This is an optimization exercise on Yosys and OpenROAD, whose aim is small area, a short achievable clock period and few clock cycles per item, not a production implementation. Only simulation tests tie the RTL to the original design; equivalence was not proved.

## flow/design.v (module list and top-level ports; edited modules follow where they fit)
// module julia_pixel_engine: 2209 lines
module julia_pixel_engine #(
  parameter int H_RES    = 640,
  parameter int V_RES    = 480,
  parameter int MAX_ITER = 255,
  parameter int FRAC     = 12
) (
  input  logic        clk,
  input  logic        reset_n,
  input  logic        start,
  input  logic        abort,
  input  logic [15:0] c_re,
  input  logic [15:0] c_im,
  input  logic [15:0] re_start,
  input  logic [15:0] im_start,
  input  logic [15:0] step,
  output logic        draw,
  input  logic        draw_ready,
  output logic [9:0]  x,
  output logic [9:0]  y,
  output logic [7:0]  i,
  output logic        busy,
  output logic        frame_done
);
  // ...
==> flow/run.sh <==
#!/bin/bash
# synth_recipe.tcl (not shown) runs the flow's synth.tcl, then flattens the netlist and writes it again
# the make line also repeats each setting of config.mk as NAME=value (left out here)
make -C /OpenROAD-flow-scripts/flow DESIGN_CONFIG=/design/flow/config.mk WORK_HOME=/design/flow/orfs CLKGATE_MAP_FILE= SYNTH_SCRIPT=/design/flow/synth_recipe.tcl finish
==> flow/config.mk <==
export PLATFORM = sky130hd
export DESIGN_NAME = julia_pixel_engine
export DESIGN_NICKNAME = julia_pixel_engine
export VERILOG_FILES = /design/flow/design.v
export SDC_FILE = /design/flow/constraint.sdc
export NUM_CORES = 4
export LEC_CHECK = 0
export CAP_MARGIN = 20
export CORE_MARGIN = 2
export CORE_UTILIZATION = 40
export PLACE_DENSITY = 0.6
export SLEW_MARGIN = 20
==> flow/constraint.sdc <==
create_clock -name core_clock -period 11.0 [get_ports {clk}]
set_input_delay 2.2000 -clock core_clock [delete_from_list [all_inputs] [get_ports {clk}]]
set_output_delay 2.2000 -clock core_clock [all_outputs]
set_load 0.01 [all_outputs]
==> impl_metrics.yaml, run 1 <==
run_status:
  status: "timing/DRC/antenna clean"
floorplanning:
  die_h_microns: 295
  die_area_sq_um: 87200
route:
  dr.pass1.iters: 6
  drc: 0
  drt-initial-drc-count: 1668
logic_synthesis:
  synthCells: 3610
  synth_area_sq_um: 33900
  synth_fa_ha_area_share_pct: 30.2
  synthArstFlopShare_pct: 2.54
  ys_seq_area_share_pct: 32.5
  ys_warn_count: 1
  synth-simple-area-share_pct: 10.7
  synth_top_area_share_pct: 20.8
clocking:
  cts_made_buffers: 54
  cts_max_level: 2
  numClockSinks: 472
job:
  maxCapViolCount: 0
place:
  dpl_cell_area_sq_um: 36100
  dp.cells: 4716
setup_path:
  r2r_start: "zi1[9]"
  cp.buffers_inverters: 5
  r2r_cells: 13
final_layout:
  inv_count: 699
  area_delta_synth_final_pct: 11.8
  seq_share_pct: 29.1
  largest_register_ffs: 48
  num-nets-final: 4330
  dominant_cells: "multi-input combinational cells"
  top_register: "rb"
  drive_gt1_share_pct: 5.43
global_routing:
  use_met2_pct: 31.3
  grt_util_all_layers_pct: 19.7
sta:
  grt_setup_unrepaired: "no"
Testbench counts, summed over its fixed seeds: cycles 2,665,150, pixels 61,440.
==> run 2: changes to the inputs <==
==> flow/flow/run.sh (new file) <==
#!/bin/bash
# Standard ORFS layout (the standard.sh, unchanged synthesis), with the resizer's
# setup repair aimed below the clock period: repair_timing gets a setup margin so that
# it keeps improving paths after the 11 ns constraint is met.
set -euo pipefail
export SETUP_SLACK_MARGIN=7.2
bash standard.sh > flow_standard.log 2>&1
==> flow/standard.sh (new file) <==
#!/bin/bash
# synth_recipe.tcl (not shown) runs the flow's synth.tcl, then flattens the netlist and writes it again
# the make line also repeats each setting of config.mk as NAME=value (left out here)
make -C /OpenROAD-flow-scripts/flow DESIGN_CONFIG=/design/flow/config.mk WORK_HOME=/design/flow/orfs CLKGATE_MAP_FILE= SYNTH_SCRIPT=/design/flow/synth_recipe.tcl "${@:-finish}"
removed: flow/run.sh
==> impl_metrics.yaml, run 2 <==
run_status:
  status: "timing/DRC/antenna clean"
worst_hold_path:
  min_to: "it2[2]"
  hold_class: "reg -> reg"
  min_from: "it1[2]"
  hold_depth: 0
clocking:
  cts_max_level: 2
  cts.root.buffer_cell: "clkbuf_16"
  cts.clk_slew.worst_paths_ns: 0.06
  clk_path_buf_depth: 3
  cts_tree: "yes"
  cts_made_buffers: 55
  numClockSinks: 472
  ctsHoldBuffers: 0
  clock_latency_ns: 0.65
setup_path:
  arrival_ns: 4.33
  r2r_cells: 17
  cp-end-kind: "flop"
  required_ns: 11.54
  rr_endpoint: "re3[16]"
  r2r_slack_ns: 7.21
  critical_path_class: "reg -> reg"
  cp_max_fo: 5
  crit_path_start_kind: "flop"
  crit_path_start: "qa1_14"
  r2r_start: "qa1_14"
logic_synthesis:
  synth_most_common_cell: "inv_1"
  synth_fa_ha_area_share_pct: 30.2
  synthXorXnorAreaFrac_pct: 3.10
  ys_warn_count: 1
  synth_flop_cell: "dfxtp_1"
  synth_top_area_share_pct: 20.8
  synth-compound-area-share_pct: 11.9
  synthMuxAreaShare_pct: 1.80
  yosys.cell_types.count: 75
  synthTopCellsByCount: "inv_1, fa_1, nor2_1, dfxtp_1, ha_1"
  ys_seq_area_share_pct: 32.5
  syn_avg_cell_area_sq_um: 9.40
  synth_top_family_by_area: "adder cells"
  synthCells: 3610
  synthesis.nets: 4301
  synth-simple-area-share_pct: 10.7
  synth_area_sq_um: 33900
  synth-edff-count: 152
  synth_area_leaders: "fa_1, dfxtp_1, edfxtp_1, ha_1, inv_1"
  yosysTopAreaCell: "fa_1"
  ys_ff_latch: 472
  synthArstFlopShare_pct: 2.54
sta:
  grt_setup_unrepaired: "yes"
  period_minus_slack_ns: 3.79
  tightest_slew_ns: 0.990
  finalHoldViolCount: 0
  slew_viol_final: 0
  fmax_ghz: 0.264
  final.setup.worst_slack_ns: 7.21
  post-route-period-util_pct: 34.4
  slew_headroom_pct: 34.0
  hold_slack_ns: 0.326
  worst_clock_skew_ns: 0.0424
  setup-tns-final_ns: 0
  setup_violations: 0
final_layout:
  num-nets-final: 4420
  largest_register_ffs: 48
  diodes: 0
  final_cell_mix: "inv_1, fa_1, nor2_1, dfxtp_1, nand2_1"
  top_register: "rb"
  drive_gt1_share_pct: 11.2
  final_common_cell: "inv_1"
  reg_top3: "rb: 48 flops, im3: 18 flops, re3: 18 flops"
  area_delta_synth_final_pct: 17.3
  fill_cells: 7889
place:
  port_buffers: 115
  gp_congestion: 0.860
  hpwl_microns: 63300
  dp_slack_ns: 6.42
route:
  drt-initial-drc-count: 2250
  vias: 25176
  dr.pass1.iters: 7
  vias_per_cell: 5.13
  ant_nets: 0
  drt_wl_total_microns: 89900
  detail_route.wl_per_cell_microns: 18.3
  drc: 0
floorplanning:
  coreArea_sq_um: 83800
  rows: 106
  initial_core_util_pct: 40.5
  die_w_microns: 295
  die_area_sq_um: 87200
  pin_count: 116
  die_h_microns: 295
global_routing:
  grt_max_degree: 62
  use_met2_pct: 32.4
  grt.busiest_layer: "met2"
  grt_pass1_vias: 24754
  gr-usage-met1_pct: 28.5
  antenna_found_initial: 1
  grt_pass1_wl_microns: 139000
  grt_util_all_layers_pct: 20.4
  grt_overflow: 0
  use_met3_pct: 3.23
job:
  maxCapViolCount: 0
## run 2: cell counts after synthesis
Identical to the previous run, type by type.
## run 2: worst max-delay path by stage
stage | endpoint | slack (ns) | depth (start not counted)
2_1_floorplan | qp1_17 | 7.17 | 10
3_3_place_gp | qp1_17 | 6.47 | 11
3_5_place_dp | qp1_17 | 6.42 | 11
4_1_cts | re3[16] | 7.14 | 17
5_1_grt | re3[16] | 7.04 | 17
6_report | re3[16] | 7.21 | 17
## run 2: critical path, cell delays in order, from the launching register on
cell      delay, ns
dfxtp_4        0.35
inv_2          0.04
fa_1           0.51
inv_2          0.04
fa_1           0.51
inv_2          0.04
fa_1           0.49
inv_2          0.05
ha_4           0.21
a21o_1         0.17
a21o_1         0.20
a21oi_4        0.19
nand3_2        0.09
o21ai_2        0.15
buf_6          0.15
o21bai_4       0.06
a211o_1        0.29
xor2_1         0.14
## run 2: final cells by class
type	count	area [sq um]	area share [%]
multi-input combinational	2261	20000	50.4
sequential	472	11100	27.9
inverter	699	2710	6.81
timing repair buffer	239	2490	6.25
clock buffer	75	1660	4.17
tap	1134	1420	3.57
clock inverter	29	359	0.903
timing repair inverter	1	5.00	0.0126
## run 2: cell families after synthesis
kind of cell | after synthesis
DFF | 472
buffers and inverters | 877
and+or+nand+nor | 826
xor gates and xnor gates | 120
adders and majority gates | 606
muxes | 48
AOI/OAI and AO/OA | 661
## run 2: timing repair
item | CTS | global route
gates cloned | 3 | 11
setup buffers | 37 | 35
pin swaps | 16 | 26
resized for setup | 137 | 104
endpoints found under the setup margin | 135 | 61
## run 2: through the flow
step / cells / util, % / cell area [sq um]
detailed placement: 4720 / 43.1 / 36100
CTS: 4864 / 46.4 / 38900
global placement: 4720 / 43.1 / 36100
finish: 4910 / 47.5 / 39800
global route: 4910 / 47.5 / 39800
floorplan: 3610 / - / 34000
## run 2: metal layers
metal  wire length (microns)  part of all wire [%]
met1                   40300                    45
met2                   40000                    45
met3                    6470                   7.2
met4                    3080                   3.4
met5                      13                 0.014
==> run 3: changes to the inputs <==
--- a/flow/flow/run.sh
+++ b/flow/flow/run.sh
@@ -5,3 +5,3 @@
 set -euo pipefail
-export SETUP_SLACK_MARGIN=7.2
+export SETUP_SLACK_MARGIN=7.7
 bash standard.sh > flow_standard.log 2>&1
==> impl_metrics.yaml, run 3 <==
setup_path:
  crit_path_start_kind: "flop"
  cp_max_fo: 3
  required_ns: 11.53
  arrival_ns: 4.33
  cp_cell_sequence: "inv_2, fa_1, inv_1, fa_1, inv_1, fa_1, inv_2, ha_4, a21o_1, a21o_1, a21oi_2, nand3_1, o21ai_2, o21bai_2, a211o_1, xor2_1"
  cp-end-kind: "flop"
  slowest_delay_ns: 0.52
  cp.buffers_inverters: 4
  cp_top_family: "adder cells"
  crit_top_cell: "fa_1"
  cp_slowest_cell: "fa_1"
  critical_path_class: "reg -> reg"
logic_synthesis:
  synth_most_common_cell: "inv_1"
  synth_area_leaders: "fa_1, dfxtp_1, edfxtp_1, ha_1, inv_1"
  ys_warn_count: 1
  synthesis.nets: 4301
  synth-edff-count: 152
  synth_flop_cell: "dfxtp_1"
  ys_seq_area_share_pct: 32.5
  synth_top_area_share_pct: 20.8
  synth_area_sq_um: 33900
  synthTopCellsByCount: "inv_1, fa_1, nor2_1, dfxtp_1, ha_1"
  synthArstFlopShare_pct: 2.54
  synthCells: 3610
  ys_ff_latch: 472
  yosysTopAreaCell: "fa_1"
  syn_avg_cell_area_sq_um: 9.40
  yosys.cell_types.count: 75
final_layout:
  postLayoutCoreUtil_pct: 51.2
  final_common_cell: "inv_1"
  num-nets-final: 4589
  area_delta_synth_final_pct: 26.6
  fin_area_sq_um: 42900
  reg_top3: "rb: 48 flops, im3: 18 flops, re3: 18 flops"
  top_register: "rb"
  final_cell_mix: "inv_1, nor2_1, fa_1, dfxtp_1, nand2_1"
  fill_cells: 7507
  largest_register_ffs: 48
  seqCellArea_sq_um: 11200
  multi_input_area_sq_um: 21200
  drive_gt1_share_pct: 23.3
place:
  hpwl_microns: 63600
  dp_slack_ns: 6.43
  gp_congestion: 0.863
  dpl_cell_area_sq_um: 36400
  port_buffers: 115
global_routing:
  grt_pass1_vias: 26279
  grt_overflow: 0
  antenna_found_initial: 2
  grt_max_degree: 57
  grt_util_all_layers_pct: 22.2
  grt_pass1_wl_microns: 150000
run_status:
  status: "timing/DRC/antenna clean"
floorplanning:
  rows: 106
  pin_count: 116
  initial_core_util_pct: 40.5
  coreArea_sq_um: 83800
  die_w_microns: 295
  die_h_microns: 295
  die_area_sq_um: 87200
job:
  maxCapViolCount: 0
sta:
  setup_violations: 0
  setup-tns-final_ns: 0
  final.setup.worst_slack_ns: 7.21
  slew_headroom_pct: 33.9
  tightest_slew_ns: 0.967
  period_minus_slack_ns: 3.79
  post-route-period-util_pct: 34.5
  slew_viol_final: 0
  finalHoldViolCount: 0
  fmax_ghz: 0.264
  grt_setup_unrepaired: "yes"
  worst_clock_skew_ns: 0.0645
clocking:
  cts_max_level: 2
  cts.root.buffer_cell: "clkbuf_16"
  cts_tree: "yes"
  cts.clk_slew.worst_paths_ns: 0.06
  clock_latency_ns: 0.67
  cts_made_buffers: 54
  ctsHoldBuffers: 0
  clk_path_buf_depth: 3
  numClockSinks: 472
route:
  drt_wl_total_microns: 97300
  detail_route.wl_per_cell_microns: 19.1
  ant_nets: 0
  vias: 26365
  dr.pass1.iters: 7
  drt-initial-drc-count: 2368
  vias_per_cell: 5.19
  drc: 0
worst_hold_path:
  hold_class: "reg -> reg"
-- run 3: cell count changes in the layout (fill, tap and decap cells not counted), sizes merged, moves of 12 or more --
cell         before  now
clkinv           17   36
clkbuf           85   67
inv             690  678
buf             110  304
dlygate4sd2      21    0
bufbuf            3   18
-- run 3: kinds of logic (layout without fill, tap and decap cells) --
group / count (synthesis) / count (layout) / synth area share (%)
multiplexers: 48 / 48 / 1.80
other: 0 / 1 / 0
adder cells (fa/ha/maj): 606 / 606 / 30.2
flip-flops: 472 / 472 / 32.5
buffers and inverters: 877 / 1210 / 9.74
AO/OA/AOI/OAI: 661 / 661 / 11.9
AND/OR/NAND/NOR: 826 / 827 / 10.7
XOR/XNOR: 120 / 120 / 3.10
-- run 3: stage by stage --
stage	instances	hold WS, ns
2_1_floorplan	3610	0.310
3_3_place_gp	4708	0.310
3_5_place_dp	4708	0.312
4_1_cts	5010	0.326
5_1_grt	5079	0.328
6_report	5079	0.326
-- run 3: area by class of cell --
class	count	area share, %
clock inverter	39	0.953
multi-input combinational	2262	49.5
sequential	472	26.1
timing repair buffer	409	10.3
antenna	1	0.00583
tap	1134	3.30
inverter	699	6.45
clock buffer	63	3.40
-- run 3: final timing paths --
| check | startpoint | end | slack (ns) | cells past startpoint |
|---|---|---|---|---|
| min reg2reg | it1[4] | it2[4] | 0.33 | 0 |
| max reg2reg | qa0_14 | re3[16] | 7.21 | 16 |
| min in group asynchronous | reset_n | done_q | 1.91 | 1 |
| max | qa0_14 | re3[16] | 7.21 | 16 |
| max in group asynchronous | reset_n | busy_q | 8.67 | 1 |
| min | it1[4] | it2[4] | 0.33 | 0 |
-- run 3: repair_timing --
item                                    CTS  global route
buffers inserted                        178            65
pin swaps                               132           138
endpoints found under the setup margin  223           114
resized for setup                       572           202
cloned                                   22             3
-- run 3: per-layer routing --
metal | part of all wire (%) | global-route usage (%) | vias to the layer above
li1 | - | - | 12267
met1 | 43 | 30.3 | 12784
met2 | 45 | 35.0 | 1037
met3 | 8.2 | 4.21 | 277
met4 | 4.2 | 8.25 | 0
met5 | 0 | 0 | -
==> run 4: changes to the inputs <==
==> flow/flow/run.sh (replaced) <==
#!/bin/bash
# Standard ORFS layout (the standard.sh, unchanged synthesis), with the resizer's
# setup repair aimed below the clock period: repair_timing gets a setup margin so that
# it keeps improving paths after the 11 ns constraint is met. The make output goes to
# flow_standard.log here; ORFS's own per-step logs are under orfs/logs.
set -euo pipefail
export SETUP_SLACK_MARGIN=7.2
bash standard.sh > flow_standard.log 2>&1
==> impl_metrics.yaml, run 4 <==
run_status:
  status: "timing/DRC/antenna clean"
clocking:
  cts_made_buffers: 55
  clock_latency_ns: 0.65
  cts_tree: "yes"
  clk_path_buf_depth: 3
  cts_max_level: 2
  numClockSinks: 472
  ctsHoldBuffers: 0
  cts.root.buffer_cell: "clkbuf_16"
  cts.clk_slew.worst_paths_ns: 0.06
final_layout:
  num-nets-final: 4420
  postLayoutCoreUtil_pct: 47.5
  area_delta_synth_final_pct: 17.3
  drive_gt1_share_pct: 11.2
  reg_top3: "rb: 48 flops, im3: 18 flops, re3: 18 flops"
  largest_register_ffs: 48
  final_cell_mix: "inv_1, fa_1, nor2_1, dfxtp_1, nand2_1"
  layout.cells.non_filler: 4910
  final_common_cell: "inv_1"
  top_register: "rb"
  diodes: 0
route:
  drt-initial-drc-count: 2250
  drc: 0
  vias_per_cell: 5.13
  dr.pass1.iters: 7
  ant_nets: 0
  vias: 25176
  drt_wl_total_microns: 89900
  detail_route.wl_per_cell_microns: 18.3
logic_synthesis:
  synthCells: 3610
  synth_most_common_cell: "inv_1"
  synth_area_leaders: "fa_1, dfxtp_1, edfxtp_1, ha_1, inv_1"
  yosys.cell_types.count: 75
  synthesis.nets: 4301
  ys_ff_latch: 472
  synth_top_area_share_pct: 20.8
  synth_flop_cell: "dfxtp_1"
  ys_seq_area_share_pct: 32.5
  ys_warn_count: 1
  synth-edff-count: 152
  synthArstFlopShare_pct: 2.54
  synthTopCellsByCount: "inv_1, fa_1, nor2_1, dfxtp_1, ha_1"
  yosysTopAreaCell: "fa_1"
  syn_avg_cell_area_sq_um: 9.40
  synth_area_sq_um: 33900
setup_path:
  r2r_cells: 17
  crit_path_start_kind: "flop"
  crit_path_start: "qa1_14"
  r2r_slack_ns: 7.21
  cp_slowest_cell: "fa_1"
  cp_max_fo: 5
  cp-endpoint: "re3[16]"
  crit_top_cell: "inv_2"
  critical_path_class: "reg -> reg"
  rr_endpoint: "re3[16]"
  arrival_ns: 4.33
  cp_cell_sequence: "inv_2, fa_1, inv_2, fa_1, inv_2, fa_1, inv_2, ha_4, a21o_1, a21o_1, a21oi_4, nand3_2, o21ai_2, buf_6, o21bai_4, a211o_1, xor2_1"
  cp-end-kind: "flop"
  slowest_delay_ns: 0.51
  r2r_start: "qa1_14"
  required_ns: 11.54
global_routing:
  grt_max_degree: 62
  grt_pass1_wl_microns: 139000
  grt_pass1_vias: 24754
  grt_overflow: 0
  grt_util_all_layers_pct: 20.4
  antenna_found_initial: 1
sta:
  setup-tns-final_ns: 0
  post-route-period-util_pct: 34.4
  tightest_slew_ns: 0.990
  slew_headroom_pct: 34.0
  final.setup.worst_slack_ns: 7.21
  finalHoldViolCount: 0
  slew_viol_final: 0
  setup_violations: 0
  period_minus_slack_ns: 3.79
  fmax_ghz: 0.264
  grt_setup_unrepaired: "yes"
  worst_clock_skew_ns: 0.0424
floorplanning:
  die_area_sq_um: 87200
  coreArea_sq_um: 83800
  rows: 106
  die_w_microns: 295
  initial_core_util_pct: 40.5
  pin_count: 116
  die_h_microns: 295
place:
  gp_congestion: 0.860
  hpwl_microns: 63300
  dp.cells: 4720
  dp_slack_ns: 6.42
  port_buffers: 115
worst_hold_path:
  hold_depth: 0
  hold_class: "reg -> reg"
job:
  maxCapViolCount: 0
==> run 4: how the worst min path moves through the flow <==
| stage | from | end | slack, ns |
|---|---|---|---|
| after detailed placement | it2[0] | it3[0] | 0.31 |
| after global placement | tg2[0] | tg3[0] | 0.31 |
| after global routing | it2[7] | it3[7] | 0.33 |
| final | it1[2] | it2[2] | 0.33 |
| after CTS | it1[4] | it2[4] | 0.33 |
| after floorplan | big1 | big2 | 0.31 |
==> run 4: cell type report <==
| cell class | instances | area [sq um] |
|---|---|---|
| Fill cell | 7889 | 44000 |
| Multi-Input combinational cell | 2261 | 20000 |
| Sequential cell | 472 | 11100 |
| Inverter | 699 | 2710 |
| Timing Repair Buffer | 239 | 2490 |
| Clock buffer | 75 | 1660 |
| Tap cell | 1134 | 1420 |
| Clock inverter | 29 | 359 |
| Timing Repair inverter | 1 | 5.00 |
==> run 4: layer usage <==
layer  GRT usage (%)  share of wire, %  vias up
met1            28.5                45    12224
met4            6.49               3.4        2
met5               0             0.014        -
li1                -                 -    11896
met3            3.23               7.2      164
met2            32.4                45      890
==> run 4: worst max-delay path, delay by kind of cell (launching register included) <==
kind | cells | cell delay [ns]
AOI/OAI and AO/OA | 6 | 1.06
xor gates and xnor gates | 1 | 0.14
adders and majority gates | 4 | 1.72
buffers and inverters | 5 | 0.32
DFF | 1 | 0.35
and+or+nand+nor | 1 | 0.09
==> run 4: kinds of logic after synthesis <==
kind of cell               after synthesis  synth area share (%)
AOI/OAI and AO/OA                      661                  11.9
xor gates and xnor gates               120                  3.10
adders and majority gates              606                  30.2
buffers and inverters                  877                  9.74
DFF                                    472                  32.5
muxes                                   48                  1.80
and+or+nand+nor                        826                  10.7
==> run 4: repair_timing <==
item,in CTS,in global routing
resized for setup,137,104
setup endpoints to repair,135,61
gates cloned,3,11
pin swaps,16,26
setup buffers,37,35
==> run 4: through the flow <==
stage          hold slack, ns  area, sq um
2_1_floorplan           0.310        34000
3_3_place_gp            0.310        36100
3_5_place_dp            0.312        36100
4_1_cts                 0.327        38900
5_1_grt                 0.329        39800
6_report                0.326        39800

## what the ideal ports hide
The results above use ideal ports. As a check the final layouts listed here were re-extracted and re-timed, cells and wires unchanged. Step 1 sets driving cells, clkbuf_16 on the clock port and buf_2 on the other inputs (assumed; they add their load-dependent delay and slew). Step 2 moves the port delays by t, midway between the first and last clock arrival at a register: inputs arrive t later, outputs are due t later. That takes back most of the time a late clock gives input paths. a / b / c = no drivers / after step 1 / after step 2; a / b = the first two.
run | t, ns | slack for setup (ns) | worst hold slack (ns) | worst setup path at the end | slew at the worst register clock pin (ns)
run 1 | 0.689 | 6.162 / 6.162 / 6.162 | 0.316 / 0.316 / 0.316 | register to register | 0.07 / 0.07
run 2 | 0.703 | 7.211 / 7.207 / 6.979 | 0.326 / 0.326 / 0.326 | input to register | 0.07 / 0.07
run 3 | 0.696 | 7.206 / 7.206 / 7.092 | 0.326 / 0.326 / 0.326 | input to register | 0.07 / 0.07
run 4 | 0.703 | 7.211 / 7.207 / 6.979 | 0.326 / 0.326 / 0.326 | input to register | 0.07 / 0.07
After both steps setup and hold are still met in every run listed.
